From an optimization exercise on the open Yosys and OpenROAD flow, aimed at small area; shortcuts taken in it are not production practice. The RTL was checked by simulation tests, not by an equivalence proof against the original design. Power is estimated from default activity; no workload was simulated.

==> design/flow/design.v <==
module matrix_stream_out #(
  parameter int ROWS   = 10,
  parameter int COLS   = 10,
  parameter int DATA_W = 8,
  parameter int ADDR_W = 7
) (
  input  logic                        clk,
  input  logic                        rst_n,
  input  logic                        start,
  input  logic [ROWS*COLS*DATA_W-1:0] mat_data,
  output logic                        busy,
  output logic                        done,
  output logic                        out_valid,
  input  logic                        out_ready,
  output logic [DATA_W-1:0]           out_data,
  output logic [ADDR_W-1:0]           out_addr,
  output logic                        out_last
);
  localparam int N     = ROWS * COLS;
  localparam int IDX_W = (N > 1) ? $clog2(N) : 1;
  typedef enum logic [1:0] {S_IDLE, S_STREAM, S_FINISH} state_t;
  state_t                       r_state;
  logic [N-1:0][DATA_W-1:0]     r_snap;
  logic [N-1:0][DATA_W-1:0]     w_mat;
  logic [ADDR_W-1:0]            r_row;
  logic [ADDR_W-1:0]            r_col;
  logic [ADDR_W-1:0]            w_nrow;
  logic [ADDR_W-1:0]            w_ncol;
  logic [ADDR_W-1:0]            w_nidx;
  logic                         w_nlast;
  logic                         w_xfer;
  assign w_mat  = mat_data;
  assign w_xfer = out_valid && out_ready;
  always_comb begin
    w_nrow = r_row;
    w_ncol = r_col;
    if (r_col == ADDR_W'(COLS - 1)) begin
      w_ncol = '0;
      w_nrow = r_row + ADDR_W'(1);
    end else begin
      w_ncol = r_col + ADDR_W'(1);
    end
  end
  assign w_nidx  = w_nrow * ADDR_W'(COLS) + w_ncol;
  assign w_nlast = (w_nrow == ADDR_W'(ROWS - 1)) && (w_ncol == ADDR_W'(COLS - 1));
  always_ff @(posedge clk or negedge rst_n) begin
    if (!rst_n) begin
      r_state   <= S_IDLE;
      r_snap    <= '0;
      r_row     <= '0;
      r_col     <= '0;
      busy      <= 1'b0;
      done      <= 1'b0;
      out_valid <= 1'b0;
      out_last  <= 1'b0;
      out_data  <= '0;
      out_addr  <= '0;
    end else begin
      case (r_state)
        S_IDLE: begin
          done <= 1'b0;
          if (start) begin
            r_snap    <= w_mat;
            r_row     <= '0;
            r_col     <= '0;
            out_data  <= w_mat[0];
            out_addr  <= '0;
            out_last  <= (N == 1);
            out_valid <= 1'b1;
            busy      <= 1'b1;
            r_state   <= S_STREAM;
          end
        end
        S_STREAM: begin
          if (w_xfer) begin
            if (out_last) begin
              out_valid <= 1'b0;
              out_last  <= 1'b0;
              done      <= 1'b1;
              r_state   <= S_FINISH;
            end else begin
              r_row    <= w_nrow;
              r_col    <= w_ncol;
              out_data <= r_snap[w_nidx[IDX_W-1:0]];
              out_addr <= w_nidx;
              out_last <= w_nlast;
            end
          end
        end
        S_FINISH: begin
          done    <= 1'b0;
          busy    <= 1'b0;
          r_state <= S_IDLE;
        end
        default: r_state <= S_IDLE;
      endcase
    end
  end
endmodule
==> design/flow/run.sh <==
#!/bin/bash
# synth_recipe.tcl (not shown) runs the flow's synth.tcl, then flattens the netlist and writes it again
# the make line also repeats each setting of config.mk as NAME=value (left out here)
make -C /OpenROAD-flow-scripts/flow DESIGN_CONFIG=/design/flow/config.mk WORK_HOME=/design/flow/orfs CLKGATE_MAP_FILE= SYNTH_SCRIPT=/design/flow/synth_recipe.tcl finish
==> design/flow/config.mk <==
export PLATFORM = sky130hd
export DESIGN_NAME = matrix_stream_out
export DESIGN_NICKNAME = matrix_stream_out
export VERILOG_FILES = /design/flow/design.v
export SDC_FILE = /design/flow/constraint.sdc
export NUM_CORES = 4
export LEC_CHECK = 0
export CAP_MARGIN = 20
export CORE_MARGIN = 2
export CORE_UTILIZATION = 40
export SLEW_MARGIN = 20
==> design/flow/constraint.sdc <==
create_clock -name core_clock -period 6.0 [get_ports {clk}]
set_input_delay 1.2000 -clock core_clock [delete_from_list [all_inputs] [get_ports {clk}]]
set_output_delay 1.2000 -clock core_clock [all_outputs]
set_load 0.01 [all_outputs]
==> notes.md, run 1 <==
- The flow ran to the end and the layout has no timing, DRC or antenna violations.
- The number of global-route vias before repair is 36600.
- The total leakage power is 25.5 nW.
- IR analysis of the VDD net gives a maximum drop of 378 uV.
- The slowest stage of the critical path is the sky130_fd_sc_hd__or4b_1 cell.
- Along the worst path, the maximum fanout reaches 27.
- The final number of max-transition violations is 0.
- Summed over all layers, the routed wires come to 169000 microns.
- The critical path start-end classification is register to register.
- The worst relative slew slack is 31.3%.
- The worst-skew pair later-pin latency is 690 ps.
- The cell count after synthesis is 4851.
- The maximum number of pins on one net before global-route repair is 212.
- The multi-input logic area is 17400 sq um.
- The final layout contains 6351 nets.
- The xor and xnor fraction of the mapped netlist area is 0.433%.
- After detailed routing, the average wire length per cell comes to 24.3 microns.
- Setup repair after global routing left no endpoint under its margin.
- The placed wire-length estimate after detailed placement is 123000 microns.
- By instance count, the leading cell after synthesis is sky130_fd_sc_hd__nand2_1.
- The initial cell density of the core is 40.3%.
- The utilization after layout is 53.5%.
- The number of different library cells used by synthesis comes to 82.
- The clock tree root driver cell is sky130_fd_sc_hd__clkbuf_16.
- At the worst endpoint, the arrival time is 6100 ps.
- By area, the combinational part of the netlist is dominated by simple AND/OR/NAND/NOR gates.
- The floorplan step set the die width to 319 microns.
- The wire length of the first global-routing pass is 245000 microns.
- The worst setup path is captured at a register.
- The multiplexer area fraction after synthesis is 4.87%.
- Global routing used 32.6% of the available tracks across all layers.
- The smallest clock period supported by the final layout is computed as 5600 ps.
- Once layout is done, the placed cells without fillers occupy 52500 sq um.
- The most area-hungry cell type in the Yosys netlist is sky130_fd_sc_hd__dfrtp_1.
- The count of buffers added by post-CTS timing repair for setup is 0.
- The transition at the pin with the smallest max-transition slack is 1030 ps.
- In this run, CTS created clock tree buffers numbering 95.
- After synthesis the cells add up to 39600 sq um.
- The share of the cycle needed by the critical path after routing is 93.3%.
- After Yosys synthesis, full adders, half adders and majority gates account for 0.398% of the synthesized area.
- Timing would allow up to 179 MHz.
- The fraction of layout instances using a drive strength above 1 is 5.83%.
- The sequential-to-total area share from yosys stat is 52.7%.
- The area added between synthesis and finish is 32.6%.
- After the flow finishes, the layout carries non-filler instances totaling 6927.
- After Yosys synthesis, and, or, nand and nor cells account for 30.8% of the synthesized area.
- In this run, post-CTS repair resized a total of 0 instances.
- The top-level I/O count is 823.
- The largest single stage delay on the critical path is 630 ps.
- The number of core rows is 115.
- At the worst endpoint, the required time is 6500 ps.
- For this run, the number of Yosys warnings is 1.
- The most used flip-flop cell after synthesis is sky130_fd_sc_hd__dfrtp_1.
- Counting flops with an async set or reset pin after synthesis yields a share of 100%.
- Buffers inserted to repair hold after CTS numbered 0.
- The die outline area is 102000 sq um.
- The total power per unit cell area is 494 nW/um^2.
- Sorting the synthesized cells by how often they occur yields sky130_fd_sc_hd__nand2_1 (2775), sky130_fd_sc_hd__dfrtp_1 (834), sky130_fd_sc_hd__clkbuf_1 (245).
- The initial antenna violation count is 46.
- The number of failing setup endpoints in the final timing report is 0.
- The tree built by TritonCTS fans out to 834 sinks.
- The count of flip-flops with a built-in enable after synthesis is 0.
- Yosys attributes the largest share of cell area to sky130_fd_sc_hd__dfrtp_1 (53%), sky130_fd_sc_hd__nand2_1 (26%), sky130_fd_sc_hd__clkbuf_1 (2.3%).
- Across the routed clock network, the largest skew measured is 31.5 ps.
- In this run the worst hold path is classified as register to register.
- TritonCTS built the clock tree.
- The critical path startpoint category is a register.
- The number of nets with antenna violations after routing is 0.
- The layout has 9323 filler cells.
- Averaged over all synthesized cells, the footprint is 8.17 sq um.
- The remaining design rule violation count is 0.
- The routed via count is 37200.
- The maximum level of the CTS H-tree is 3.
- The cell area after placement is 49100 sq um.
- Across the run, the number of max-cap violations was 0.
- The compound-gate portion of the synthesized area is 6.96%.
- The synthesized design contains 834 register bits.
- The core region is 98300 sq um.
- The per-cell via count in the routed design is 5.37.
- The post-synth net total is 5667.
- The DRC marker count from the first detailed-route iteration is 3592.
- The aggregate negative setup slack is 0 ps.
- The first detailed-routing pass ran for 7 iterations.
- The signal on the critical path passes through or4b_1 > nor2_4 > nand2_1 > xor2_1 > inv_1 > and2_1 > ha_1 > ha_1 > buf_4 > nor2_1 > o211ai_1 > and2_2 > nand2_1 > o22ai_1 > or3_1 > o21ai_0 > a221oi_1.
- The placed instance count is 6724.
- During placement, the flow inserted port buffers numbering 822.
- The final hold violation count is 0.
- The share of the synthesized area in the top cell type is 52.7%.
- The die is 319 microns tall.
- The aggregate global routing overflow is 0.
- The sequential cell area in the final layout is 20900 sq um.
- The clock-pin slew on the worst setup and hold paths is 60 ps.
- The slack of the worst reg-to-reg path is 400 ps.
- The clock passes through at most 3 buffers.
- At the end of routability-driven placement, the weighted congestion stood at 0.907.
==> final timing paths <==
check | start | end | depth (start not counted)
worst min-delay path | r_snap[540]$_DFFE_PN0P_ | r_snap[540]$_DFFE_PN0P_ | 2
worst max-delay path | r_col[2]$_DFFE_PN0P_ | out_data[3]$_DFFE_PN0P_ | 17
worst min register to register | r_snap[540]$_DFFE_PN0P_ | r_snap[540]$_DFFE_PN0P_ | 2
max in group asynchronous | rst_n | r_snap[728]$_DFFE_PN0P_ | 3
worst max register to register | r_col[2]$_DFFE_PN0P_ | out_data[3]$_DFFE_PN0P_ | 17
min in group asynchronous | rst_n | r_snap[189]$_DFFE_PN0P_ | 1
==> stage by stage <==
| stage | worst slack (ps) | power (mW) | hold slack (ps) |
|---|---|---|---|
| 6_report | 402 | 26.0 | 468 |
| 5_1_grt | 103 | 27.1 | 487 |
| 4_1_cts | 632 | 26.0 | 470 |
| 3_5_place_dp | 667 | 19.7 | 455 |
| 3_3_place_gp | 724 | 19.6 | 451 |
| 2_1_floorplan | 1360 | 14.4 | 437 |
==> cells by family after synthesis <==
| family | after synthesis |
|---|---|
| compound gates | 404 |
| xor+xnor | 18 |
| buf+inv | 341 |
| mux | 133 |
| simple gates | 3109 |
| flops | 834 |
| fa+ha+maj | 12 |
==> layout make-up <==
cell class	count	area share, %
clock buffers	141	5.37
repair buffers	916	17.6
diodes	28	0.133
multi-input cells	3676	33.0
flip-flops and latches	834	39.7
clock inverters	33	0.943
well taps	1287	3.07
inverters	12	0.0857
==> state kept, by name, summed over array words and instances, names as in the netlist <==
register and flops:
out_last 1, r_state 2, done 1, busy 1, out_data 8, r_row 7
r_snap 800, r_col 6, out_addr 7, out_valid 1
==> layer usage <==
layer	vias up	share of wire (%)	track usage [%]
met4	38	4.4	14.0
met3	313	7.5	7.07
met5	-	0.15	0
met1	18300	40	41.4
met2	1479	48	53.6
li1	17100	-	-
==> cell usage in the layout (no fill, tap or decap), types with 38 or more instances in the layout <==
master / synthesis / routed
sky130_fd_sc_hd__mux4_2: 38 / 38
sky130_fd_sc_hd__nand3_1: 155 / 155
sky130_fd_sc_hd__dfrtp_1: 834 / 834
sky130_fd_sc_hd__nor2_1: 58 / 52
sky130_fd_sc_hd__a31oi_1: 54 / 54
sky130_fd_sc_hd__nand2_1: 2775 / 2774
sky130_fd_sc_hd__o21ai_0: 69 / 69
sky130_fd_sc_hd__clkdlybuf4s50_1: 0 / 821
sky130_fd_sc_hd__buf_4: 14 / 68
sky130_fd_sc_hd__a21oi_1: 93 / 92
sky130_fd_sc_hd__mux2i_1: 81 / 81
sky130_fd_sc_hd__clkbuf_16: 0 / 95
==> worst max-delay path, delay by kind of cell, from the launching register on <==
family | cells | cell delay (ps)
AOI/OAI and AO/OA | 4 | 840
xor gates and xnor gates | 1 | 300
adders and majority gates | 2 | 560
buffers and inverters | 2 | 310
DFF | 1 | 480
and+or+nand+nor | 8 | 2910
==> report_power, final <==
part | leakage (nW) | total [mW] | internal, mW | switching, mW
Sequential | 10.5 | 8.22 | 7.16 | 1.06
Clock | 1.64 | 6.23 | 3.76 | 2.47
Combinational | 13.4 | 11.5 | 3.97 | 7.54
==> run 2, diff against run 1 <==
==> design/flow/design.v (replaced) <==
module matrix_stream_out #(
  parameter int ROWS   = 10,
  parameter int COLS   = 10,
  parameter int DATA_W = 8,
  parameter int ADDR_W = 7
) (
  input  logic                        clk,
  input  logic                        rst_n,
  input  logic                        start,
  input  logic [ROWS*COLS*DATA_W-1:0] mat_data,
  output logic                        busy,
  output logic                        done,
  output logic                        out_valid,
  input  logic                        out_ready,
  output logic [DATA_W-1:0]           out_data,
  output logic [ADDR_W-1:0]           out_addr,
  output logic                        out_last
);
  localparam int N = ROWS * COLS;
  logic [N-1:0][DATA_W-1:0] r_snap;    
  logic [N-1:0][DATA_W-1:0] w_mat;
  logic [N-1:0][DATA_W-1:0] w_next;    
  logic                     r_inv;
  logic                     w_load;    
  logic                     w_shift;   
  logic                     w_hold;    
  assign w_mat   = mat_data;
  assign w_load  = !out_valid;
  assign w_shift = out_valid && out_ready;
  assign w_hold  = out_valid && !out_ready;
  always_comb begin
    for (int k = 0; k < N - 1; k++) w_next[k] = r_snap[k+1];
    w_next[N-1] = r_snap[N-1];
  end
  logic [N-1:0][DATA_W-1:0] w_snap;
  for (genvar k = 0; k < N; k++) begin : g_slot
    for (genvar b = 0; b < DATA_W; b++) begin : g_bit
      matrix_stream_out_sel3 u_sel (
        .s0(w_load), .s1(w_shift), .s2(w_hold),
        .a(w_mat[k][b]), .b(w_next[k][b]), .c(r_snap[k][b]), .y(w_snap[k][b]));
    end
  end
  always_ff @(posedge clk) begin
    r_snap <= w_snap;
    r_inv  <= w_load | !r_inv;
  end
  assign out_data = r_snap[0] ^ {DATA_W{r_inv}};
  assign out_last = (out_addr == ADDR_W'(N - 1));
  assign busy     = out_valid | done;
  always_ff @(posedge clk) begin
    if (w_load)       out_addr <= '0;
    else if (w_shift) out_addr <= out_addr + ADDR_W'(1);
  end
  always_ff @(posedge clk or negedge rst_n) begin
    if (!rst_n) begin
      out_valid <= 1'b0;
      done      <= 1'b0;
    end else begin
      done <= w_shift && out_last;
      if (out_valid) out_valid <= !(out_ready && out_last);
      else           out_valid <= start && !done;
    end
  end
endmodule
module matrix_stream_out_sel3 (
  input  logic s0,
  input  logic s1,
  input  logic s2,
  input  logic a,
  input  logic b,
  input  logic c,
  output logic y
);
  assign y = ~((s0 & a) | (s1 & b) | (s2 & c));
endmodule
--- a/design/flow/config.mk
+++ b/design/flow/config.mk
@@ -9,3 +9,4 @@
 export CORE_MARGIN = 2
 export CORE_UTILIZATION = 40
 export SLEW_MARGIN = 20
+export SYNTH_HIERARCHICAL = 1
==> run 2 against run 1 <==
- critical path depth down 11
- routed wire length down 41%
- flip-flop and latch count down 24
==> notes.md, run 2 <==
- The post-cts sizing count is 0 (unchanged).
- The slack of the worst reg-to-reg path is 2880 ps (was 400 ps).
- The total wirelength of the detailed-routed design was 99100 microns (was 169000 microns).
- The worst endpoint required time was 6420 ps (was 6500 ps).
- The endpoint kind of the worst setup timing path is a register (unchanged).
- The remaining design rule violation count is 0 (unchanged).
- The deepest clock path buffer count is 3 (unchanged).
- The number of global-route vias before repair is 21600 (was 36600).
- The per-cell via count in the routed design is 6.67 (was 5.37).
- The DRC marker count from the first detailed-route iteration is 5744 (was 3592).
- The launch point of the worst path is out_ready (was r_col[2]$_DFFE_PN0P_).
- The fraction of layout instances using a drive strength above 1 is 6.01% (was 5.83%).
- The die boundary height is 252 microns (was 319 microns).
- The number of nets with antenna violations after routing was 0 (unchanged).
- The number of max-capacitance violations reported is 0 (unchanged).
- The cell with the most instances after synthesis is sky130_fd_sc_hd__dfxtp_1 (was sky130_fd_sc_hd__nand2_1).
- The worst relative slew slack came to 26.0% (was 31.3%).
- The count of flip-flops with a built-in enable after synthesis came to 0 (unchanged).
- The endpoint of the worst hold-timing path is r_snap[278]$_DFF_P_ (was r_snap[540]$_DFFE_PN0P_).
- The cell area after layout was 37000 sq um (was 52500 sq um).
- The final weighted congestion in routability-driven placement was 0.874 (was 0.907).
- The initial cell density of the core is 40.6% (was 40.3%).
- The mapped cell area is 24500 sq um (was 39600 sq um).
- The synthesized flop and latch total is 810 (was 834).
- The slack of the critical path is 2260 ps (was 402 ps).
- The number of hold buffers added after cts is 0 (unchanged).
- The average cell area after synthesis is 14.8 sq um (was 8.17 sq um).
- The total core area is 60500 sq um (was 98300 sq um).
- The placed instance count is 3270 (was 6724).
- The pre-CTS worst setup slack was 1780 ps (was 667 ps).
- The number of failing setup endpoints in the final timing report is 0 (unchanged).
- The multi-input logic area is 8280 sq um (was 17400 sq um).
- The transition at the pin with the smallest max-transition slack is 1110 ps (was 1030 ps).
- The clock-pin slew on the worst setup and hold paths was 60 ps (about the same).
- The maximum number of pins on one net before global-route repair came to 252 (was 212).
- The most frequent standard cell in the layout excluding fill and tap cells is sky130_fd_sc_hd__clkdlybuf4s50_1 (was sky130_fd_sc_hd__nand2_1).
- The number of cells on the worst hold path came to 1 (was 2).
- The total leakage power was 13.9 nW (was 25.5 nW).
- Run status: finished clean (unchanged).
- The upper clock frequency limit is 267 MHz (was 179 MHz).
- The top-level I/O count is 823 (unchanged).
- The share of the synthesized area in the top cell type is 66.0% (was 52.7%).
- Highest-count cells in the layout ignoring fill and taps: sky130_fd_sc_hd__clkdlybuf4s50_1 (822), sky130_fd_sc_hd__dfxtp_1 (808), sky130_fd_sc_hd__a222oi_1 (800), sky130_fd_sc_hd__clkbuf_16 (89), sky130_fd_sc_hd__clkbuf_8 (24) (was sky130_fd_sc_hd__nand2_1 (2774), sky130_fd_sc_hd__dfrtp_1 (834), sky130_fd_sc_hd__clkdlybuf4s50_1 (821), sky130_fd_sc_hd__nand3_1 (155), sky130_fd_sc_hd__clkbuf_16 (95)).
- The final number of max-transition violations is 0 (unchanged).
- The cell area after placement is 34000 sq um (was 49100 sq um).
- The number of detailed-route iterations in the first pass came to 17 (was 7).
- The number of core rows is 90 (was 115).
- The routed length per placed instance is 28.4 microns (was 24.3 microns).
- The overall die width is 252 microns (was 319 microns).
- The port buffer count was 822 (unchanged).
- The number of nets at the end of the flow came to 3380 (was 6351).
- The total clock sinks is 810 (was 834).
- The worst-skew pair later-pin latency was 630 ps (was 690 ps).
- The die outline area was 63300 sq um (was 102000 sq um).
- Most used standard cells in the synthesized netlist: sky130_fd_sc_hd__dfxtp_1 (808), sky130_fd_sc_hd__a222oi_1 (800), sky130_fd_sc_hd__xor2_1 (11) (was sky130_fd_sc_hd__nand2_1 (2775), sky130_fd_sc_hd__dfrtp_1 (834), sky130_fd_sc_hd__clkbuf_1 (245)).
- The largest fanout on the critical path was 215 (was 27).
- The cell depth of the worst flop-to-flop path is 4 (was 17).
- The minimum hold slack was 433 ps (was 468 ps).
- The worst clock skew on the final layout came to 18.4 ps (was 31.5 ps).
- The launching point of the worst reg2reg path is out_valid$_DFF_PN0_ (was r_col[2]$_DFFE_PN0P_).
- The placed wire-length estimate after detailed placement is 69400 microns (was 123000 microns).
- The most area-hungry cell type in the Yosys netlist is sky130_fd_sc_hd__dfxtp_1 (was sky130_fd_sc_hd__dfrtp_1).
- The share of the cycle needed by the critical path after routing is 62.3% (was 93.3%).
- The maximum VDD drop is 218 uV (was 378 uV).
- The post-synthesis cell type count was 25 (was 82).
- The sequential-to-total area share from yosys stat is 66.2% (was 52.7%).
- The routed via count is 23200 (was 37200).
- The type of the most critical hold path is register to register (unchanged).
- The clock tree root driver cell is sky130_fd_sc_hd__clkbuf_16 (unchanged).
- The area added between synthesis and finish was 51.0% (was 32.6%).
- The aggregate negative setup slack was 0 ps (unchanged).
- The data arrival time of the critical path is 4160 ps (was 6100 ps).
- The wire length of the first global-routing pass is 140000 microns (was 245000 microns).
- The Yosys warning count is 7 (was 1).
- The shortest period the worst path allows is 3740 ps (was 5600 ps).
- Largest registers in the final layout: r_snap x800, out_addr x7 (was r_snap x800, out_data x8).
- The most flop-heavy register is r_snap (unchanged).
- The source of the worst hold timing path is r_snap[286]$_DFF_P_ (was r_snap[540]$_DFFE_PN0P_).
- The most used flip-flop cell after synthesis is sky130_fd_sc_hd__dfxtp_1 (was sky130_fd_sc_hd__dfrtp_1).
- The TritonCTS clock tree is built (unchanged).
- The sequential cell area in the final layout is 16200 sq um (was 20900 sq um).
- The number of CTS-inserted buffers was 85 (was 95).
- The cell count after synthesis is 1654 (was 4851).
- The total track usage is 29.0% (was 32.6%).
- The final hold violation count is 0 (unchanged).
- The critical path start-end classification is input port to register (was register to register).
- The initial antenna violation count is 76 (was 46).
- The aggregate global routing overflow is 0 (unchanged).
- Leading cell types by total area after synthesis: sky130_fd_sc_hd__dfxtp_1 (66%), sky130_fd_sc_hd__a222oi_1 (33%), sky130_fd_sc_hd__xor2_1 (0.39%) (was sky130_fd_sc_hd__dfrtp_1 (53%), sky130_fd_sc_hd__nand2_1 (26%), sky130_fd_sc_hd__clkbuf_1 (2.3%)).
- The total power per unit cell area is 368 nW/um^2 (was 494 nW/um^2).
- The count of buffers added by post-CTS timing repair for setup is 0 (unchanged).
- The post-route non-filler standard cell count is 3483 (was 6927).
- The post-synth net total is 2459 (was 5667).
- The post-synthesis async set-or-reset flop share is 0.247% (was 100%).
- The critical path startpoint category is an input port (was register).
- RSZ-0062 raised after global routing: no (unchanged).
- The number of filler instances in the final layout is 4750 (was 9323).
- The capturing point of the worst reg2reg path was r_snap[27]$_DFF_P_ (was out_data[3]$_DFFE_PN0P_).
- The number of flip-flops in the largest register came to 800 (unchanged).
- The maximum level of the CTS H-tree came to 3 (unchanged).
[run 2: cell types whose count changed after synthesis, moves of 154 or more]
cell,before,now
sky130_fd_sc_hd__nand2_1,2775,4
sky130_fd_sc_hd__dfrtp_1,834,2
sky130_fd_sc_hd__dfxtp_1,0,808
sky130_fd_sc_hd__a222oi_1,2,800
sky130_fd_sc_hd__clkbuf_1,245,0
sky130_fd_sc_hd__nand3_1,155,1
[run 2: how the worst max path moves through the flow]
stage | endpoint | slack [ps] | cells past startpoint
after global routing | r_snap[57]$_DFF_P_ | 2130 | 6
final | r_snap[144]$_DFF_P_ | 2260 | 6
after global placement | r_snap[164]$_DFF_P_ | 1860 | 6
after CTS | r_snap[224]$_DFF_P_ | 2420 | 6
after floorplan | r_snap[0]$_DFF_P_ | -4860 | 3
after detailed placement | r_snap[144]$_DFF_P_ | 1780 | 6
[run 2: power breakdown]
part,internal (mW),switching [mW]
clock,3.24,2.15
combinational,0.992,0.497
sequential,6.26,0.510
total,10.5,3.16
[run 2: kinds of logic after synthesis]
family                   synth area share, %
AO/OA/AOI/OAI                           32.8
XOR/XNOR                               0.429
adder cells (fa/ha/maj)               0.0510
buffers and inverters                 0.0969
flip-flops                              66.2
multiplexers                          0.0408
AND/OR/NAND/NOR                        0.434
[run 2: cell type report]
class	count	share of cell area [%]
multi-input combinational	840	22.4
clock inverter	26	0.791
sequential	810	43.8
clock buffer	133	7.11
timing repair buffer	836	22.8
tap	782	2.64
antenna	54	0.365
inverter	2	0.101
[run 2: stage by stage]
step / total power [mW] / util (%)
after floorplan: 7.56 / -
after global placement: 8.27 / 56.2
after detailed placement: 8.34 / 56.2
after CTS: 13.7 / 61.0
after global routing: 14.2 / 61.2
final: 13.6 / 61.2
[run 2: Yosys stat by module (local to each module, per instance)]
module,flip-flops and latches,cell area [sq um],times used,cells inside
matrix_stream_out,810,16500,1,854
matrix_stream_out_sel3,0,10.0,800,1
[run 2: worst max-delay path, stage by stage]
cell,delay [ps]
sky130_fd_sc_hd__clkdlybuf4s50_1,690
sky130_fd_sc_hd__nand2_2,170
sky130_fd_sc_hd__clkinvlp_4,170
sky130_fd_sc_hd__buf_12,590
sky130_fd_sc_hd__buf_4,870
sky130_fd_sc_hd__a222oi_1,170
[run 2: metal layers]
layer  share of wire, %  track usage (%)  vias to the layer above
met5               0.42                0                        -
met4                3.0             11.9                       60
met3                 11             11.9                      210
met2                 49             48.6                     1204
met1                 37             32.7                    11500
li1                   -                -                    10300
==> run 3, diff against run 2 <==
==> design/flow/design.v (replaced) <==
module matrix_stream_out #(
  parameter int ROWS   = 10,
  parameter int COLS   = 10,
  parameter int DATA_W = 8,
  parameter int ADDR_W = 7
) (
  input  logic                        clk,
  input  logic                        rst_n,
  input  logic                        start,
  input  logic [ROWS*COLS*DATA_W-1:0] mat_data,
  output logic                        busy,
  output logic                        done,
  output logic                        out_valid,
  input  logic                        out_ready,
  output logic [DATA_W-1:0]           out_data,
  output logic [ADDR_W-1:0]           out_addr,
  output logic                        out_last
);
  localparam int N  = ROWS * COLS;
  localparam int RW = COLS * DATA_W;    
  logic [N*DATA_W-1:0] r_snap;    
  logic [N*DATA_W-1:0] w_next;    
  logic [N*DATA_W-1:0] w_snap;
  logic                r_inv;
  logic                w_shift;
  assign w_shift = out_valid && out_ready;
  assign w_next  = {r_snap[N*DATA_W-1 -: DATA_W], r_snap[N*DATA_W-1:DATA_W]};
  for (genvar g = 0; g < ROWS; g++) begin : g_row
    matrix_stream_out_row #(.W(RW)) u_row (
      .valid(out_valid), .ready(out_ready),
      .a(mat_data[g*RW +: RW]), .b(w_next[g*RW +: RW]), .c(r_snap[g*RW +: RW]),
      .y(w_snap[g*RW +: RW]));
  end
  always_ff @(posedge clk) begin
    r_snap <= w_snap;
    r_inv  <= !out_valid | !r_inv;
  end
  assign out_data = r_snap[DATA_W-1:0] ^ {DATA_W{r_inv}};
  assign out_last = (out_addr == ADDR_W'(N - 1));
  assign busy     = out_valid | done;
  always_ff @(posedge clk) begin
    if (!out_valid)   out_addr <= '0;
    else if (w_shift) out_addr <= out_addr + ADDR_W'(1);
  end
  always_ff @(posedge clk or negedge rst_n) begin
    if (!rst_n) begin
      out_valid <= 1'b0;
      done      <= 1'b0;
    end else begin
      done <= w_shift && out_last;
      if (out_valid) out_valid <= !(out_ready && out_last);
      else           out_valid <= start && !done;
    end
  end
endmodule
module matrix_stream_out_row #(
  parameter int W = 80
) (
  input  logic         valid,
  input  logic         ready,
  input  logic [W-1:0] a,
  input  logic [W-1:0] b,
  input  logic [W-1:0] c,
  output logic [W-1:0] y
);
  logic load, shift, hold;
  assign load  = !valid;
  assign shift = valid && ready;
  assign hold  = valid && !ready;
  for (genvar i = 0; i < W; i++) begin : g_bit
    matrix_stream_out_sel3 u_sel (
      .s0(load), .s1(shift), .s2(hold), .a(a[i]), .b(b[i]), .c(c[i]), .y(y[i]));
  end
endmodule
module matrix_stream_out_sel3 (
  input  logic s0,
  input  logic s1,
  input  logic s2,
  input  logic a,
  input  logic b,
  input  logic c,
  output logic y
);
  assign y = ~((s0 & a) | (s1 & b) | (s2 & c));
endmodule
==> design/flow/flow/run.sh (new file) <==
#!/bin/bash
set -euo pipefail
export BUFFER_PORTS_ARGS="-buffer_cell sky130_fd_sc_hd__buf_1"
export CTS_ARGS="-sink_clustering_enable -repair_clock_nets -dont_use_dummy_load -buf_list sky130_fd_sc_hd__clkbuf_8 -sink_clustering_size 20 -sink_clustering_max_diameter 60"
bash standard.sh > standard.log 2>&1
==> design/flow/standard.sh (new file) <==
#!/bin/bash
# synth_recipe.tcl (not shown) runs the flow's synth.tcl, then flattens the netlist and writes it again
# the make line also repeats each setting of config.mk as NAME=value (left out here)
make -C /OpenROAD-flow-scripts/flow DESIGN_CONFIG=/design/flow/config.mk WORK_HOME=/design/flow/orfs CLKGATE_MAP_FILE= SYNTH_SCRIPT=/design/flow/synth_recipe.tcl "${@:-finish}"
--- a/design/flow/config.mk
+++ b/design/flow/config.mk
@@ -5,8 +5,11 @@
 export SDC_FILE = /design/flow/constraint.sdc
 export NUM_CORES = 4
 export LEC_CHECK = 0
-export CAP_MARGIN = 20
+export CAP_MARGIN = 0
 export CORE_MARGIN = 2
 export CORE_UTILIZATION = 40
-export SLEW_MARGIN = 20
+export CTS_BUF_LIST = sky130_fd_sc_hd__clkbuf_8
+export CTS_CLUSTER_DIAMETER = 60
+export CTS_CLUSTER_SIZE = 20
+export SLEW_MARGIN = 0
 export SYNTH_HIERARCHICAL = 1
removed: design/flow/run.sh
==> run 3 against run 2 <==
- register-to-register slack improved by 530 ps
- synthesized area increased by 0.86%
- hold slack got worse by 150 ps
- flip-flop and latch count unchanged
- clock power decreased by 55%
- clock skew increased by 36 ps
- design area decreased by 19%
- core utilization decreased by 13 points
==> notes.md, run 3 <==
- The total track usage was 26.8% (was 29.0%).
- The number of detailed-route iterations in the first pass is 13 (was 17).
- Most used standard cells in the synthesized netlist: sky130_fd_sc_hd__dfxtp_1 (808), sky130_fd_sc_hd__a222oi_1 (800), sky130_fd_sc_hd__inv_1 (11) (was sky130_fd_sc_hd__dfxtp_1 (808), sky130_fd_sc_hd__a222oi_1 (800), sky130_fd_sc_hd__xor2_1 (11)).
- The number of global-route vias before repair is 21500 (was 21600).
- The synthesized flop and latch total is 810 (unchanged).
- The longest individual stage delay on the worst path came to 440 ps (was 870 ps).
- The placed wire-length estimate after detailed placement is 66700 microns (was 69400 microns).
- The pre-CTS worst setup slack was 2560 ps (was 1780 ps).
- The utilization after layout came to 48.7% (was 61.2%).
- The post-cts sizing count is 0 (unchanged).
- The final weighted congestion in routability-driven placement is 0.960 (was 0.874).
- The shortest period the worst path allows is 3120 ps (was 3740 ps).
- The worst clock skew on the final layout is 54.0 ps (was 18.4 ps).
- The count of buffers added by post-CTS timing repair for setup is 0 (unchanged).
- The die outline area is 63800 sq um (was 63300 sq um).
- The per-cell via count in the routed design is 6.72 (was 6.67).
- The top-level I/O count is 823 (unchanged).
- The post-route non-filler standard cell count came to 3428 (was 3483).
- The average cell area after synthesis was 14.7 sq um (was 14.8 sq um).
- The aggregate global routing overflow was 0 (unchanged).
- Highest-count cells in the layout ignoring fill and taps: sky130_fd_sc_hd__buf_1 (821), sky130_fd_sc_hd__dfxtp_1 (808), sky130_fd_sc_hd__a222oi_1 (800), sky130_fd_sc_hd__clkbuf_8 (52), sky130_fd_sc_hd__buf_4 (28) (was sky130_fd_sc_hd__clkdlybuf4s50_1 (822), sky130_fd_sc_hd__dfxtp_1 (808), sky130_fd_sc_hd__a222oi_1 (800), sky130_fd_sc_hd__clkbuf_16 (89), sky130_fd_sc_hd__clkbuf_8 (24)).
- The most used flip-flop cell after synthesis is sky130_fd_sc_hd__dfxtp_1 (unchanged).
- The multi-input logic area came to 8450 sq um (was 8280 sq um).
- The mapped cell area is 24700 sq um (was 24500 sq um).
- The number of core rows is 91 (was 90).
- The upper clock frequency limit is 321 MHz (was 267 MHz).
- The number of CTS-inserted buffers is 52 (was 85).
- The post-synthesis cell type count is 27 (was 25).
- The placed instance count is 3319 (was 3270).
- The number of nets at the end of the flow is 3388 (was 3380).
- The fraction of layout instances using a drive strength above 1 is 4.46% (was 6.01%).
- The overall die width is 253 microns (was 252 microns).
- The critical path startpoint category is a register (was input port).
- The switching power summed over all nets was 2.72 mW (was 3.16 mW).
- The share of the cycle needed by the critical path after routing is 51.9% (was 62.3%).
- The final number of max-transition violations is 0 (unchanged).
- The total leakage power came to 10.8 nW (was 13.9 nW).
- Leading cell types by total area after synthesis: sky130_fd_sc_hd__dfxtp_1 (65%), sky130_fd_sc_hd__a222oi_1 (32%), sky130_fd_sc_hd__and2b_2 (0.35%) (was sky130_fd_sc_hd__dfxtp_1 (66%), sky130_fd_sc_hd__a222oi_1 (33%), sky130_fd_sc_hd__xor2_1 (0.39%)).
- The maximum VDD drop is 224 uV (was 218 uV).
- The wire length of the first global-routing pass is 132000 microns (was 140000 microns).
- The post-synthesis async set-or-reset flop share is 0.247% (unchanged).
- The number of nets with antenna violations after routing is 0 (unchanged).
- The die boundary height is 253 microns (was 252 microns).
- The TritonCTS clock tree is built (unchanged).
- The total wirelength of the detailed-routed design is 93100 microns (was 99100 microns).
- The largest fanout on the critical path is 5 (was 215).
- The count of flip-flops with a built-in enable after synthesis is 0 (unchanged).
- The most area-hungry cell type in the Yosys netlist is sky130_fd_sc_hd__dfxtp_1 (unchanged).
- The initial cell density of the core came to 40.3% (was 40.6%).
- The total clock sinks is 810 (unchanged).
- The type of the most critical hold path is input port to asynchronous set/reset pin (was register to register).
- The total core area is 61400 sq um (was 60500 sq um).
- The number of hold buffers added after cts is 0 (unchanged).
- The minimum hold slack is 282 ps (was 433 ps).
- The post-synth net total is 2487 (was 2459).
- The routed length per placed instance is 27.2 microns (was 28.4 microns).
- The sequential-to-total area share from yosys stat is 65.6% (was 66.2%).
- The endpoint kind of the worst setup timing path is an output pin (was register).
- The worst endpoint required time was 4800 ps (was 6420 ps).
- The port buffer count is 822 (unchanged).
- Critical path, cell by cell: ha_1 > nand2_1 > nor4_2 > buf_1 (was clkdlybuf4s50_1 > nand2_2 > clkinvlp_4 > buf_12 > buf_4 > a222oi_1).
- The cell count after synthesis is 1682 (was 1654).
- The total power per unit cell area is 350 nW/um^2 (was 368 nW/um^2).
- The aggregate negative setup slack is 0 ps (unchanged).
- The maximum number of pins on one net before global-route repair is 81 (was 252).
- The routed via count is 23000 (was 23200).
- Largest registers in the final layout: r_snap x800, out_addr x7 (unchanged).
- The sequential cell fraction of total power came to 65.8% (was 49.6%).
- Run status: finished clean (unchanged).
- The remaining design rule violation count is 0 (unchanged).
- The internal power is 7.73 mW (was 10.5 mW).
- The data arrival time of the critical path was 1920 ps (was 4160 ps).
- The most flop-heavy register is r_snap (unchanged).
- RSZ-0062 raised after global routing: no (unchanged).
- The fraction of power spent switching nets came to 26.0% (was 23.2%).
- The maximum level of the CTS H-tree is 2 (was 3).
- The Yosys warning count is 7 (unchanged).
- The final hold violation count is 0 (unchanged).
- The area added between synthesis and finish came to 20.7% (was 51.0%).
- The share of total power in combinational logic is 11.1% (was 10.9%).
- The transition at the pin with the smallest max-transition slack was 1300 ps (was 1110 ps).
- The DRC marker count from the first detailed-route iteration came to 5210 (was 5744).
- The most frequent standard cell in the layout excluding fill and tap cells was sky130_fd_sc_hd__buf_1 (was sky130_fd_sc_hd__clkdlybuf4s50_1).
- The sequential cell area in the final layout came to 16200 sq um (unchanged).
- The slowest stage cell on the critical path is sky130_fd_sc_hd__dfxtp_1 (was sky130_fd_sc_hd__buf_4).
- The share of the synthesized area in the top cell type was 65.4% (was 66.0%).
- The part of the total power dissipated in the clock network is 23.1% (was 39.5%).
- The number of filler instances in the final layout was 5810 (was 4750).
- The slack of the critical path came to 2880 ps (was 2260 ps).
- The worst relative slew slack is 13.4% (was 26.0%).
- The worst-skew pair later-pin latency is 660 ps (was 630 ps).
- The deepest clock path buffer count is 3 (unchanged).
- The number of flip-flops in the largest register is 800 (unchanged).
- The clock-pin slew on the worst setup and hold paths is 120 ps (was 60 ps).
- The initial antenna violation count is 76 (unchanged).
- The cell with the most instances after synthesis is sky130_fd_sc_hd__dfxtp_1 (unchanged).
- The number of failing setup endpoints in the final timing report came to 0 (unchanged).
- The critical path start-end classification is register to output pin (was input port to register).
- The number of max-capacitance violations reported is 0 (unchanged).
- The clock tree root driver cell is sky130_fd_sc_hd__clkbuf_8 (was sky130_fd_sc_hd__clkbuf_16).
## run 3: cell count changes in the layout (fill, tap and decap cells not counted), moves of 10 or more
cell / delta
sky130_fd_sc_hd__clkbuf_1: -20
sky130_fd_sc_hd__clkdlybuf4s50_1: -822
sky130_fd_sc_hd__clkbuf_8: +28
sky130_fd_sc_hd__buf_4: +24
sky130_fd_sc_hd__clkinv_2: -14
sky130_fd_sc_hd__inv_2: +10
sky130_fd_sc_hd__buf_1: +821
sky130_fd_sc_hd__clkbuf_16: -89
## run 3: cells by family (layout without fill, tap and decap cells)
group / count (synthesis) / count (layout) / synth area share (%)
compound gates: 806 / 806 / 32.5
xor+xnor: 12 / 12 / 0.425
simple gates: 38 / 38 / 1.12
flops: 810 / 810 / 65.6
other cells: 0 / 57 / 0
fa+ha+maj: 1 / 1 / 0.0506
buf+inv: 14 / 913 / 0.248
mux: 1 / 1 / 0.0405
## run 3: routing by layer
| metal | routed length (microns) | GRT usage (%) | vias to the layer above |
|---|---|---|---|
| met5 | 311 | 0 | - |
| met4 | 3080 | 11.9 | 50 |
| met3 | 10200 | 10.1 | 206 |
| met2 | 46400 | 45.4 | 1174 |
| met1 | 33100 | 30.0 | 11400 |
| li1 | - | - | 10200 |
## run 3: modules after synthesis, one instance, submodules excluded, excerpt
| module | times used | cells inside | flip-flops and latches | area [sq um] |
|---|---|---|---|---|
| matrix_stream_out | 1 | 852 | 810 | 16500 |
| matrix_stream_out_sel3 | 800 | 1 | 0 | 10.0 |
## run 3: final cells by class
type	instances	share of cell area, %
inverter	11	0.138
multi-input combinational	858	28.3
antenna	57	0.478
sequential	810	54.3
tap	790	3.31
timing repair buffer	850	11.0
clock buffer	52	2.40
## run 3: final timing paths
kind,start,to,slack [ps],depth (start not counted)
hold reg to reg,r_snap[641]$_DFF_P_,r_snap[633]$_DFF_P_,380,1
setup reg to reg,out_valid$_DFF_PN0_,r_snap[95]$_DFF_P_,3410,4
hold / removal,rst_n,done$_DFF_PN0_,280,1
setup / recovery,out_addr[0]$_SDFFE_PN0P_,out_last,2880,4
max in group asynchronous,rst_n,out_valid$_DFF_PN0_,5550,1
min in group core_clock,r_snap[641]$_DFF_P_,r_snap[633]$_DFF_P_,380,1
## run 3: power groups by stage
stage | logic (mW) | registers, mW | clock network, mW
after CTS | 1.16 | 6.87 | 2.49
after floorplan | 0.762 | 6.79 | 0
after detailed placement | 1.15 | 6.98 | 0
final | 1.16 | 6.88 | 2.41
after global placement | 1.10 | 6.96 | 0
after global routing | 1.29 | 6.97 | 2.67
## run 3: worst max-delay path, delay by kind of cell (launching register included)
| family | cells | cell delay (ps) |
|---|---|---|
| flip-flops | 1 | 440 |
| buffers and inverters | 1 | 190 |
| adder cells (fa/ha/maj) | 1 | 230 |
| AND/OR/NAND/NOR | 2 | 370 |
## run 3: stage by stage
| stage | power (mW) | cell area [sq um] |
|---|---|---|
| final | 10.5 | 29900 |
| after global routing | 10.9 | 29800 |
| after CTS | 10.5 | 29700 |
| after detailed placement | 8.14 | 29000 |
| after global placement | 8.06 | 29000 |
| after floorplan | 7.55 | 24700 |
==> run 4, diff against run 3 <==
--- a/design/flow/config.mk
+++ b/design/flow/config.mk
@@ -5,11 +5,11 @@
 export SDC_FILE = /design/flow/constraint.sdc
 export NUM_CORES = 4
 export LEC_CHECK = 0
-export CAP_MARGIN = 0
+export CAP_MARGIN = 20
 export CORE_MARGIN = 2
 export CORE_UTILIZATION = 40
 export CTS_BUF_LIST = sky130_fd_sc_hd__clkbuf_8
 export CTS_CLUSTER_DIAMETER = 60
 export CTS_CLUSTER_SIZE = 20
-export SLEW_MARGIN = 0
+export SLEW_MARGIN = 20
 export SYNTH_HIERARCHICAL = 1
==> run 4 against run 3 <==
- via count grew 0.51%
- clock skew up 1.3 ps
- synthesized cell count did not move
- design area barely moved
- clock power about the same
- final cell count is 0.15% higher
- global-route usage about the same
- non-clock buffer count did not move
- critical path depth is the same
- count of clock-buffer cells in the layout unchanged
- flip-flop and latch count unchanged
- critical endpoint unchanged
- largest cell class unchanged
- highest routed layer unchanged
==> notes.md, run 4 <==
- The launching point of the worst reg2reg path is out_valid$_DFF_PN0_ (unchanged).
- Largest registers in the final layout: r_snap x800, out_addr x7 (unchanged).
- The routed via count is 23100 (was 23000).
- The aggregate global routing overflow was 0 (unchanged).
- The number of CTS-inserted buffers is 52 (unchanged).
- The initial antenna violation count is 74 (was 76).
- The share of the synthesized area in the top cell type is 65.4% (unchanged).
- The critical path startpoint category is a register (unchanged).
- The total clock sinks is 810 (unchanged).
- The capturing point of the worst reg2reg path is r_snap[95]$_DFF_P_ (unchanged).
- The post-cts sizing count is 0 (unchanged).
- The die outline area was 63800 sq um (unchanged).
- The number of failing setup endpoints in the final timing report was 0 (unchanged).
- The Yosys warning count was 7 (unchanged).
- Most used standard cells in the synthesized netlist: sky130_fd_sc_hd__dfxtp_1 (808), sky130_fd_sc_hd__a222oi_1 (800), sky130_fd_sc_hd__inv_1 (11) (unchanged).
- The aggregate negative setup slack is 0 ps (unchanged).
- The data arrival time of the critical path is 1930 ps (was 1920 ps).
- The mapped cell area was 24700 sq um (unchanged).
- The type of the most critical hold path is input port to asynchronous set/reset pin (unchanged).
- The largest fanout on the critical path came to 5 (unchanged).
- The total leakage power is 10.8 nW (about the same).
- The die boundary height came to 253 microns (unchanged).
- The maximum number of pins on one net before global-route repair is 81 (unchanged).
- The number of detailed-route iterations in the first pass is 11 (was 13).
- The fraction of layout instances using a drive strength above 1 was 4.46% (unchanged).
- The sequential-to-total area share from yosys stat is 65.6% (unchanged).
- The cell depth of the worst flop-to-flop path is 4 (unchanged).
- The remaining design rule violation count is 0 (unchanged).
- The slack of the worst reg-to-reg path is 3420 ps (was 3410 ps).
- The count of buffers added by post-CTS timing repair for setup is 0 (unchanged).
- The worst endpoint required time was 4800 ps (about the same).
- The final hold violation count came to 0 (unchanged).
- The total wirelength of the detailed-routed design is 93300 microns (was 93100 microns).
- The utilization after layout is 48.7% (about the same).
- The synthesized flop and latch total is 810 (unchanged).
- The number of max-capacitance violations reported is 0 (unchanged).
- The deepest clock path buffer count is 3 (unchanged).
- The count of flip-flops with a built-in enable after synthesis is 0 (unchanged).
- The transition at the pin with the smallest max-transition slack is 1080 ps (was 1300 ps).
- Leading cell types by total area after synthesis: sky130_fd_sc_hd__dfxtp_1 (65%), sky130_fd_sc_hd__a222oi_1 (32%), sky130_fd_sc_hd__and2b_2 (0.35%) (unchanged).
- The DRC marker count from the first detailed-route iteration is 5184 (was 5210).
- The most area-hungry cell type in the Yosys netlist is sky130_fd_sc_hd__dfxtp_1 (unchanged).
- The number of nets with antenna violations after routing is 0 (unchanged).
- The number of core rows came to 91 (unchanged).
- The cell with the most instances after synthesis is sky130_fd_sc_hd__dfxtp_1 (unchanged).
- Run status: finished clean (unchanged).
- The post-synthesis cell type count is 27 (unchanged).
- The slack of the critical path is 2870 ps (was 2880 ps).
- The most used flip-flop cell after synthesis is sky130_fd_sc_hd__dfxtp_1 (unchanged).
- The initial cell density of the core is 40.3% (unchanged).
- The maximum VDD drop is 223 uV (was 224 uV).
- The overall die width is 253 microns (unchanged).
- The pre-CTS worst setup slack is 2560 ps (about the same).
- RSZ-0062 raised after global routing: no (unchanged).
- The launch point of the worst path is out_addr[0]$_SDFFE_PN0P_ (unchanged).
- The most flop-heavy register is r_snap (unchanged).
- The number of filler instances in the final layout is 5817 (was 5810).
- The cell count after synthesis is 1682 (unchanged).
- The total power of the final layout is 10.5 mW (about the same).
- The wire length of the first global-routing pass is 132000 microns (about the same).
- The upper clock frequency limit came to 320 MHz (was 321 MHz).
- The per-cell via count in the routed design is 6.74 (was 6.72).
- The port buffer count came to 822 (unchanged).
- The final weighted congestion in routability-driven placement is 0.960 (unchanged).
- The clock tree root driver cell is sky130_fd_sc_hd__clkbuf_8 (unchanged).
- The worst relative slew slack is 27.9% (was 13.4%).
- The total power per unit cell area came to 350 nW/um^2 (about the same).
- The number of flip-flops in the largest register is 800 (unchanged).
- The final number of max-transition violations is 0 (unchanged).
- Highest-count cells in the layout ignoring fill and taps: sky130_fd_sc_hd__buf_1 (821), sky130_fd_sc_hd__dfxtp_1 (808), sky130_fd_sc_hd__a222oi_1 (800), sky130_fd_sc_hd__clkbuf_8 (52), sky130_fd_sc_hd__buf_4 (28) (unchanged).
- The average cell area after synthesis came to 14.7 sq um (unchanged).
- The critical path start-end classification is register to output pin (unchanged).
- The post-synthesis async set-or-reset flop share is 0.247% (unchanged).
- The worst-skew pair later-pin latency is 660 ps (about the same).
- The top-level I/O count was 823 (unchanged).
- The cell area after placement was 29000 sq um (about the same).
- The maximum level of the CTS H-tree is 2 (unchanged).
- The cell area after layout is 29900 sq um (about the same).
- The number of hold buffers added after cts was 0 (unchanged).
- The TritonCTS clock tree is built (unchanged).
- The share of the cycle needed by the critical path after routing is 52.1% (was 51.9%).
- The clock-pin slew on the worst setup and hold paths is 120 ps (about the same).
- The total track usage is 26.8% (about the same).
- The number of global-route vias before repair is 21500 (about the same).
- The most frequent standard cell in the layout excluding fill and tap cells is sky130_fd_sc_hd__buf_1 (unchanged).
- The area added between synthesis and finish is 20.8% (was 20.7%).
- The minimum hold slack came to 278 ps (was 282 ps).
- The placed instance count is 3319 (unchanged).
- The post-route non-filler standard cell count is 3433 (was 3428).
- The number of nets at the end of the flow is 3388 (unchanged).
- The routed length per placed instance is 27.2 microns (about the same).
- The worst clock skew on the final layout is 55.3 ps (was 54.0 ps).
- The total core area was 61400 sq um (unchanged).
- The placed wire-length estimate after detailed placement came to 66700 microns (about the same).
- The shortest period the worst path allows came to 3130 ps (was 3120 ps).
- The post-synth net total was 2487 (unchanged).
- The endpoint kind of the worst setup timing path is an output pin (unchanged).
## run 4: cell types whose count changed in the layout (fill, tap and decap cells not counted)
cell                      previous run  this run
sky130_fd_sc_hd__inv_4               0         1
sky130_fd_sc_hd__diode_2            57        62
sky130_fd_sc_hd__inv_2              10         9
## run 4: per-module statistics from Yosys, one instance, submodules excluded, excerpt
module	area, sq um	times used	flip-flops and latches
matrix_stream_out_sel3	10.0	800	0
matrix_stream_out	16500	1	810
## run 4: kinds of logic after synthesis
group / Yosys count / share of synthesized area (%)
DFF: 810 / 65.6
AOI/OAI and AO/OA: 806 / 32.5
adders and majority gates: 1 / 0.0506
and+or+nand+nor: 38 / 1.12
buffers and inverters: 14 / 0.248
xor gates and xnor gates: 12 / 0.425
muxes: 1 / 0.0405
## run 4: critical path: stages, from the launching register on
cell	delay [ps]
sky130_fd_sc_hd__dfxtp_1	440
sky130_fd_sc_hd__ha_1	230
sky130_fd_sc_hd__nand2_1	100
sky130_fd_sc_hd__nor4_2	270
sky130_fd_sc_hd__buf_1	200
## run 4: area by class of cell
cell class                      count  area (sq um)  share of cell area (%)
Antenna cell                       62           155                   0.519
Timing Repair Buffer              850          3300                    11.0
Clock buffer                       52           716                    2.40
Tap cell                          790           988                    3.31
Inverter                           11          43.8                   0.147
Sequential cell                   810         16200                    54.3
Multi-Input combinational cell    858          8450                    28.3
## run 4: layer usage
| layer | up-vias | wire (microns) | track usage, % |
|---|---|---|---|
| met5 | - | 278 | 0 |
| met4 | 46 | 3330 | 11.9 |
| met3 | 218 | 10600 | 9.98 |
| met2 | 1210 | 46200 | 45.4 |
| met1 | 11500 | 32900 | 30.1 |
| li1 | 10200 | - | - |
## run 4: worst max path at each step
| stage | cells after the start | slack, ps | endpoint |
|---|---|---|---|
| 2_1_floorplan | 2 | 3580 | r_snap[0]$_DFF_P_ |
| 3_3_place_gp | 4 | 2670 | r_snap[84]$_DFF_P_ |
| 3_5_place_dp | 4 | 2560 | r_snap[95]$_DFF_P_ |
| 4_1_cts | 4 | 2830 | out_last |
| 5_1_grt | 4 | 2700 | out_last |
| 6_report | 4 | 2870 | out_last |
## run 4: report_power, final
part | switching, mW | total, mW | internal (mW)
Combinational | 0.516 | 1.16 | 0.644
Sequential | 0.575 | 6.88 | 6.31
Clock | 1.63 | 2.41 | 0.779
Total | 2.72 | 10.5 | 7.73
==> run 5, diff against run 4 <==
==> design/flow/flow/run.sh (replaced) <==
#!/bin/bash
set -euo pipefail
export BUFFER_PORTS_ARGS="-buffer_cell sky130_fd_sc_hd__buf_1"
export CTS_ARGS="-sink_clustering_enable -repair_clock_nets -dont_use_dummy_load -buf_list sky130_fd_sc_hd__clkbuf_8 -sink_clustering_size 16 -sink_clustering_max_diameter 50"
bash standard.sh > standard.log 2>&1
--- a/design/flow/config.mk
+++ b/design/flow/config.mk
@@ -7,9 +7,9 @@
 export LEC_CHECK = 0
 export CAP_MARGIN = 20
 export CORE_MARGIN = 2
-export CORE_UTILIZATION = 40
+export CORE_UTILIZATION = 50
 export CTS_BUF_LIST = sky130_fd_sc_hd__clkbuf_8
-export CTS_CLUSTER_DIAMETER = 60
-export CTS_CLUSTER_SIZE = 20
+export CTS_CLUSTER_DIAMETER = 50
+export CTS_CLUSTER_SIZE = 16
 export SLEW_MARGIN = 20
 export SYNTH_HIERARCHICAL = 1
==> run 5 against run 4 <==
- the run now fails in I/O pin placement
- synthesized area unchanged
- synthesized cell count unchanged
==> notes.md, run 5 <==
- Run status: aborted with a tool error (was finished clean).
- The failing step is I/O pin placement.
- The first error in the log reads "[ERROR PPL-0024] Number of IO pins (823) exceeds maximum number of available positions (814). Increase the die perimeter from 905.70um to 1119.28um".
- The multiplexer area fraction after synthesis is 0.0405% (unchanged).
- The count of flip-flops with a built-in enable after synthesis is 0 (unchanged).
- The compound-gate portion of the synthesized area is 32.5% (unchanged).
- The cell count after synthesis is 1682 (unchanged).
- The initial cell density of the core is 50.6% (was 40.3%).
- The mapped cell area was 24700 sq um (unchanged).
- The post-synth net total is 2487 (unchanged).
- The die boundary height is 226 microns (was 253 microns).
- The most used flip-flop cell after synthesis is sky130_fd_sc_hd__dfxtp_1 (unchanged).
- The adder and majority cell fraction of the synthesized area came to 0.0506% (unchanged).
- The post-synthesis cell type count is 27 (unchanged).
- The xor and xnor fraction of the mapped netlist area came to 0.425% (unchanged).
- The number of core rows is 81 (was 91).
- The most area-hungry cell type in the Yosys netlist is sky130_fd_sc_hd__dfxtp_1 (unchanged).
- The synthesized flop and latch total is 810 (unchanged).
- Most used standard cells in the synthesized netlist: sky130_fd_sc_hd__dfxtp_1 (808), sky130_fd_sc_hd__a222oi_1 (800), sky130_fd_sc_hd__inv_1 (11) (unchanged).
- The sequential-to-total area share from yosys stat came to 65.6% (unchanged).
- The share of the synthesized area in the top cell type is 65.4% (unchanged).
- The overall die width is 226 microns (was 253 microns).
- The Yosys warning count is 7 (unchanged).
- Leading cell types by total area after synthesis: sky130_fd_sc_hd__dfxtp_1 (65%), sky130_fd_sc_hd__a222oi_1 (32%), sky130_fd_sc_hd__and2b_2 (0.35%) (unchanged).
- The average cell area after synthesis was 14.7 sq um (unchanged).
- The post-synthesis async set-or-reset flop share was 0.247% (unchanged).
- The cell with the most instances after synthesis is sky130_fd_sc_hd__dfxtp_1 (unchanged).
- The combinational family with the most area after synthesis is compound AO/OA/AOI/OAI gates (unchanged).
- The simple-gate area share of the yosys netlist is 1.12% (unchanged).
-- run 5: per-module statistics from Yosys, one instance, submodules excluded, excerpt --
| module | area [sq um] | times used |
|---|---|---|
| matrix_stream_out | 16500 | 1 |
| matrix_stream_out_sel3 | 10.0 | 800 |
-- run 5: logic make-up after synthesis --
| kind of cell | Yosys count |
|---|---|
| AOI/OAI and AO/OA | 806 |
| xor gates and xnor gates | 12 |
| adders and majority gates | 1 |
| buffers and inverters | 14 |
| DFF | 810 |
| muxes | 1 |
| and+or+nand+nor | 38 |
==> run 6, diff against run 5 <==
--- a/design/flow/config.mk
+++ b/design/flow/config.mk
@@ -7,7 +7,7 @@
 export LEC_CHECK = 0
 export CAP_MARGIN = 20
 export CORE_MARGIN = 2
-export CORE_UTILIZATION = 50
+export CORE_UTILIZATION = 40
 export CTS_BUF_LIST = sky130_fd_sc_hd__clkbuf_8
 export CTS_CLUSTER_DIAMETER = 50
 export CTS_CLUSTER_SIZE = 16
==> run 6 against run 5 <==
- the run now finishes clean
- synthesized cell count did not move
- synthesized area stayed put
==> notes.md, run 6 <==
- The number of failing setup endpoints in the final timing report is 0.
- The worst endpoint required time is 4800 ps.
- STA classifies the critical path endpoint as an output pin.
- The final number of max-transition violations was 0.
- The number of hold buffers added after cts is 0.
- After detailed routing, the number of remaining DRC violations is 0.
- The DRC marker count from the first detailed-route iteration is 5180.
- The longest individual stage delay on the worst path is 420 ps.
- The total power per unit cell area is 360 nW/um^2.
- In this run the static leakage power is 10.9 nW.
- The most used flip-flop cell after synthesis is sky130_fd_sc_hd__dfxtp_1 (unchanged).
- CTS saw 810 sinks.
- The worst pin sits at a relative slew slack of 27.4%.
- During I/O placement, the number of pins put on the boundary was 823.
- The routed length per placed instance is 27.1 microns.
- The library cell used most frequently in the layout, excluding fill and tap cells, is sky130_fd_sc_hd__buf_1.
- The count of flip-flops with a built-in enable after synthesis is 0 (unchanged).
- The die outline area is 63800 sq um.
- The critical path startpoint category is a register.
- The number of filler instances in the final layout is 5794.
- The clock-pin slew on the worst setup and hold paths is 90 ps.
- The number of CTS-inserted buffers is 75.
- The number of flip-flops in the largest register is 800.
- The final weighted congestion in routability-driven placement is 0.960.
- In the layout the commonest cells are sky130_fd_sc_hd__buf_1 (821), sky130_fd_sc_hd__dfxtp_1 (808), sky130_fd_sc_hd__a222oi_1 (800), sky130_fd_sc_hd__clkbuf_8 (75), sky130_fd_sc_hd__buf_4 (28).
- The area added between synthesis and finish is 22.0%.
- The clock tree root driver cell is sky130_fd_sc_hd__clkbuf_8.
- The number of global-route vias before repair is 21700.
- The worst clock skew on the final layout is 109 ps.
- The mapped cell area is 24700 sq um (unchanged).
- The most area-hungry cell type in the Yosys netlist was sky130_fd_sc_hd__dfxtp_1 (unchanged).
- Across the whole layout, storage elements account for 16200 sq um.
- The share of the synthesized area in the top cell type was 65.4% (unchanged).
- At the placement stage, the worst setup path has a slack of 2560 ps.
- The port buffer count is 822.
- In the routed layout, each cell is associated on average with a via count of 6.74.
- Leading cell types by total area after synthesis: sky130_fd_sc_hd__dfxtp_1 (65%), sky130_fd_sc_hd__a222oi_1 (32%), sky130_fd_sc_hd__and2b_2 (0.35%) (unchanged).
- STA puts the critical path data arrival time at 1860 ps.
- The placed wire-length estimate after detailed placement is 66700 microns.
- The largest registers in the layout are r_snap x800, out_addr x7.
- The sequential-to-total area share from yosys stat is 65.6% (unchanged).
- The post-route netlist has 5.30% of its cells at a drive strength greater than 1.
- The most flop-heavy register is r_snap.
- The multi-input logic area is 8450 sq um.
- The clock period could shrink to 3060 ps.
- The maximum VDD drop is 216 uV.
- In this run the remaining antenna-violating nets after routing total 0.
- Global routing used 27.0% of the available tracks.
- The longest clock path from root to sink contains 3 buffers.
- The worst-skew pair later-pin latency is 670 ps.
- The cell area after layout is 30200 sq um.
- Summing all placed instances gives a cell area of 29000 sq um.
- The Yosys warning count is 7 (unchanged).
- The aggregate negative setup slack is 0 ps.
- The largest fanout on the critical path is 5.
- The final hold violation count is 0.
- The wire length of the first global-routing pass is 132000 microns.
- The synthesized flop and latch total was 810 (unchanged).
- The upper clock frequency limit is 326 MHz.
- The detailed router placed 23200 vias in this run.
- The maximum level of the CTS H-tree is 3.
- The share of the cycle needed by the critical path after routing is 51.1%.
- The total wirelength of the detailed-routed design is 93600 microns.
- Most used standard cells in the synthesized netlist: sky130_fd_sc_hd__dfxtp_1 (808), sky130_fd_sc_hd__a222oi_1 (800), sky130_fd_sc_hd__inv_1 (11) (unchanged).
- The initial antenna violation count is 71.
- The post-synthesis cell type count is 27 (unchanged).
- The die boundary height is 253 microns (was 226 microns).
- The number of detailed-route iterations in the first pass is 14.
- The cell count after synthesis is 1682 (unchanged).
- The slack of the worst reg-to-reg path is 3330 ps.
- The initial cell density of the core is 40.3% (was 50.6%).
- Setup repair after global routing left no endpoint under its margin.
- The cell with the most instances after synthesis is sky130_fd_sc_hd__dfxtp_1 (unchanged).
- After clock tree synthesis, the repair step resized 0 gates.
- The critical path start-end classification is register to output pin.
- The placed instance count is 3319.
- The largest individual stage delay along the critical path comes from the cell sky130_fd_sc_hd__dfxtp_1.
- The average cell area after synthesis is 14.7 sq um (unchanged).
- The core region is 61400 sq um.
- The post-synthesis async set-or-reset flop share is 0.247% (unchanged).
- Walking the worst path, the cells encountered are ha_1 > nand2_1 > nor4_2 > buf_1.
- Once routing completed, OpenROAD measured the worst setup slack at 2940 ps.
- The aggregate global routing overflow is 0.
- The number of max-capacitance violations reported is 0.
- Run status: finished clean (was aborted with a tool error).
- The critical path starts at out_addr[0]$_SDFFE_PN0P_.
- The count of cells in the finished layout, fillers not included, comes to 3451.
- The overall die width was 253 microns (was 226 microns).
- The startpoint identified for the worst register-to-register timing path is out_valid$_DFF_PN0_.
- The post-synth net total is 2487 (unchanged).
- Entering global routing, the biggest net connects 81 pins.
- At the pin with the least slew margin, the transition time is 1090 ps.
- The worst hold path belongs to the class input port to asynchronous set/reset pin.
- TritonCTS built the clock tree.
- Buffers added to address setup during post-CTS repair amount to 0.
- The number of nets at the end of the flow is 3411.
- The number of core rows is 91 (was 81).
## run 6: cell counts after synthesis
Identical to the previous run, type by type.
## run 6: power breakdown
group	internal [mW]	switching, mW	total (mW)
registers	6.31	0.576	6.88
logic	0.644	0.517	1.16
clock network	1.12	1.71	2.83
## run 6: logic make-up after synthesis
group	share of synthesized area, %
simple gates	1.12
mux	0.0405
compound gates	32.5
xor+xnor	0.425
buf+inv	0.248
fa+ha+maj	0.0506
flops	65.6
## run 6: metrics by stage
stage / utilization (%) / hold WS, ps / total power, mW
6_report: 49.2 / 293 / 10.9
5_1_grt: 49.1 / 258 / 11.4
4_1_cts: 48.9 / 230 / 10.9
3_5_place_dp: 47.3 / 427 / 8.14
3_3_place_gp: 47.3 / 421 / 8.06
2_1_floorplan: - / 416 / 7.55
## run 6: cell type report
cell class              count  share of cell area [%]
clock buffers              75                    3.42
repair buffers            850                    10.9
inverters                  11                   0.145
multi-input cells         858                    28.0
well taps                 790                    3.27
diodes                     57                   0.473
flip-flops and latches    810                    53.8
## run 6: per-module statistics from Yosys, one instance, submodules excluded, a selection
module,cells,area (sq um)
matrix_stream_out_sel3,1,10.0
matrix_stream_out,852,16500
## run 6: worst max-delay path: cells and delay by family, from the launching register on
family | cells | cell delay (ps)
simple gates | 2 | 370
fa+ha+maj | 1 | 230
flops | 1 | 420
buf+inv | 1 | 190
## run 6: path summary, 6_finish.rpt
| kind | endpoint | depth (start not counted) |
|---|---|---|
| max | out_last | 4 |
| min | done$_DFF_PN0_ | 1 |
| max reg2reg | r_snap[95]$_DFF_P_ | 4 |
| min reg2reg | r_snap[688]$_DFF_P_ | 1 |
| max in group asynchronous | out_valid$_DFF_PN0_ | 1 |
| min in group core_clock | r_snap[688]$_DFF_P_ | 1 |
## run 6: layer usage
| layer | vias up | track usage, % | wire [microns] |
|---|---|---|---|
| met2 | 1280 | 45.2 | 46800 |
| met5 | - | 0 | 282 |
| li1 | 10200 | - | - |
| met3 | 200 | 10.3 | 10400 |
| met4 | 42 | 13.6 | 2860 |
| met1 | 11500 | 30.0 | 33300 |

## afterwards: timing with drivers on the ports
In the flow no input, the clock included, has a driving cell. The finished layouts below were timed again as built, in two steps.
Step 1 (the two cells are an assumption about what drives the block):
set clk [get_ports {clk}]
set_driving_cell -lib_cell sky130_fd_sc_hd__clkbuf_16 $clk
set_driving_cell -lib_cell sky130_fd_sc_hd__buf_2 [delete_from_list [all_inputs] $clk]
Step 2 times the ports against the registers' clock, not the clock port: input delays grow and output delays shrink by t, the midpoint of the rising clock arrivals with the driver on.
Three values: no drivers, after step 1, after step 2; two values: the first two.
run | t (ns) | setup slack, ns | worst hold slack (ns) | worst setup path at the end | slew at the worst register clock pin (ns)
run 1 | 0.748 | 0.402 / 0.402 / 0.402 | 0.468 / 0.468 / 0.468 | register to register | 0.06 / 0.06
run 2 | 0.679 | 2.261 / 2.294 / 1.614 | 0.433 / 0.433 / 0.433 | input to register | 0.06 / 0.06
run 3 | 0.705 | 2.883 / 2.825 / 2.574 | 0.282 / 0.257 / 0.376 | input to register | 0.13 / 0.13
run 4 | 0.706 | 2.872 / 2.814 / 2.577 | 0.278 / 0.257 / 0.376 | input to register | 0.12 / 0.12
run 6 | 0.676 | 2.935 / 2.877 / 2.519 | 0.293 / 0.271 / 0.377 | input to register | 0.10 / 0.10
After both steps setup and hold are still met in every run listed. The setup slack of run 2, which loses most, moves by +0.033 ns with the drivers and by -0.647 ns with both steps.
